Background: an optimization exercise with open tools, aiming at small area, a short achievable clock period and few clock cycles per item. Do not read the settings as production practice.
Function was checked by simulation only, so behaviour that the tests miss may differ from the original.
Power figures rest on the tool's default switching activity, not on a simulated workload.

Setup of build 90:
Design execute_stage_md, start of the top module:
module execute_stage_md #(
  parameter int XLEN = 32,
  parameter int RD_W = 5
) (
  input  logic            clk,
  input  logic            rst,
  input  logic [XLEN-1:0] rd1_e,
  input  logic [XLEN-1:0] rd2_e,
  input  logic [XLEN-1:0] imm_e,
  input  logic [XLEN-1:0] pc_e,
  input  logic [XLEN-1:0] pc_plus4_e,
  input  logic [XLEN-1:0] result_w,
  input  logic [1:0]      forward_a_e,
  input  logic [1:0]      forward_b_e,
  input  logic [RD_W-1:0] rd_e,
  input  logic            reg_write_e,
  input  logic            mem_write_e,
  input  logic            branch_e,
  input  logic            jump_e,
  input  logic            jalr_e,
  input  logic            alu_src_e,
  input  logic            md_valid_e,
  input  logic [1:0]      result_src_e,
  input  logic [2:0]      funct3_e,
  input  logic [3:0]      alu_control_e,
  input  logic            stall_m,
  input  logic            flush_e,
  output logic            ex_busy,
  output logic            pc_src_e,
  output logic [XLEN-1:0] pc_target_e,
  output logic            reg_write_m,
  output logic            mem_write_m,
  output logic [1:0]      result_src_m,
  output logic [2:0]      funct3_m,
  output logic [XLEN-1:0] alu_result_m,
  output logic [XLEN-1:0] write_data_m,
  output logic [XLEN-1:0] pc_plus4_m,
  output logic [RD_W-1:0] rd_m
);
export LEC_CHECK = 0
export CAP_MARGIN = 20
export CORE_MARGIN = 2
export CORE_UTILIZATION = 40
export SETUP_SLACK_MARGIN = 1.5
export SLEW_MARGIN = 20
create_clock -name core_clock -period 8.0 [get_ports {clk}]
standard.sh (not shown) runs the stock make flow with config.mk's settings and CLKGATE_MAP_FILE= SYNTH_SCRIPT=/design/flow/synth_recipe.tcl, a recipe that flattens the netlist after the stock synthesis.
==> flow/flow/run.sh <==
#!/bin/bash
set -euo pipefail
bash standard.sh "BUFFER_PORTS_ARGS=-buffer_cell sky130_fd_sc_hd__buf_1" finish > standard_flow.log 2>&1
Testbench counts of build 90, summed over its fixed seeds: cycles 6,959, instrs 4,800.
Input changes introduced in build 33 (baseline for comparison: build 90):
Settings: an added TNS_END_PERCENT of 5; a change of CORE_UTILIZATION from 40 to 55.
Results
Diff build 33 and build 90: global routing usage on met1 higher in build 33
Build 33 against build 90: largest fanout on the critical path rose by 10, worst hold slack held, initial cell density of the core higher, clock skew about even.
Modified inputs, build 65 compared to build 33
Settings: CORE_UTILIZATION: 55 -> 40.
Notes after the runs:
A startpoint of the worst setup timing path of forward_b_e[1] is what build 65 shows, while forward_a_e[1] belongs to build 33.
Between build 33 and build 65, the initial antenna violation count is lower for build 33.
When build 65 is measured against build 33, its worst setup slack after layout turns out 0.011 ns higher.
Comparing build 33 and build 65, met1 layer wirelength in the final routing is lower on build 33.
Build 65 gives more non-clock buffer count than build 33 did.
The share of final-layout standard cells stronger than drive strength 1 in build 65 was higher than what build 33 gave.
Fraction of the core area covered by cells at the end of the flow on build 65 is down relative to build 33.
| effective utilization at floorplan | build 65 vs build 33 | 15 points lower |
Build 65 vs build 33, instance count: build 65 higher
Comparing the two runs side by side, build 65 comes out ahead of build 33 on final period demand of the worst path.
Inputs modified between build 65 and build 41:
Settings: changing CORE_UTILIZATION from 40 to 55; changing SETUP_SLACK_MARGIN from 1.5 to 2.0.
## What came out
- Comparing build 65 and build 41, the higher fmax is on build 65.
- Relative to build 65, die area has decreased by 27% in build 41.
- The final reports for build 41 and build 65 show fraction of standard cell area that is sequential higher in the former.
- Build 41 against build 65: layout overhead on the synthesized area went down 1.6 points, clock buffer count from CTS went down 3.7%, first-iteration DRC count went up 817.
- Going from build 65 to build 41, cell internal power dissipation now sits lower; final standard cell area without fillers went down.
The inputs of build 61 differ from those of build 41 as listed below.
Settings: changing SETUP_SLACK_MARGIN from 2.0 to 1.5.
==> flow/flow/run.sh <==
#!/bin/bash
set -euo pipefail
bash standard.sh "BUFFER_PORTS_ARGS=-buffer_cell sky130_fd_sc_hd__buf_1" MATCH_CELL_FOOTPRINT=0 finish > standard_flow.log 2>&1
Notes after the runs:
Sort build 61 and build 41 by final area desc -> top: build 41. Global-route total usage across every layer | build 61 below build 41. Of build 61 and build 41, build 61 shows the lower relative contribution of combinational cells to total power, with build 41 above it. Looking at placed standard-cell area, build 61 sits above build 41. Cmp build 61 and build 41 / sequential share of layout area / higher: build 61. Comparing build 61 and build 41, the lower number of clock buffers in the layout is on build 61. Relative to build 41, build 61 degrades clock skew. Proportion of power drawn by the clock network is lower on build 41. Against build 41, power in build 61 fell by a few percent.

## port drivers added, routing unchanged
No port has a modelled driver above. Below, the same layouts with a new extraction and two added sets of constraints.
Step 1 assumes that a clkbuf_16 drives the clock port and a buf_2 every other input.
Step 2, shift: input delay + t, output delay - t, t = (earliest + latest rising clock arrival at the registers) / 2. This alone moves slack from input paths to output paths.
Three values: ideal, step 1, step 2; two values: the first two.
run	t, ns	slack for setup (ns)	worst setup path at the end
build 90	0.651	1.407 / 1.384 / 1.277	input to register
build 33	0.639	1.465 / 1.398 / 1.069	input to register
build 65	0.651	1.476 / 1.444 / 1.057	input to register
build 41	0.642	1.449 / 1.360 / 0.896	input to register
build 61	0.641	1.352 / 1.321 / 1.066	input to register
After both steps setup and hold are still met in every run listed. For build 41, which loses most, drivers alone change the setup slack by -0.089 ns; drivers and shift together by -0.553 ns.
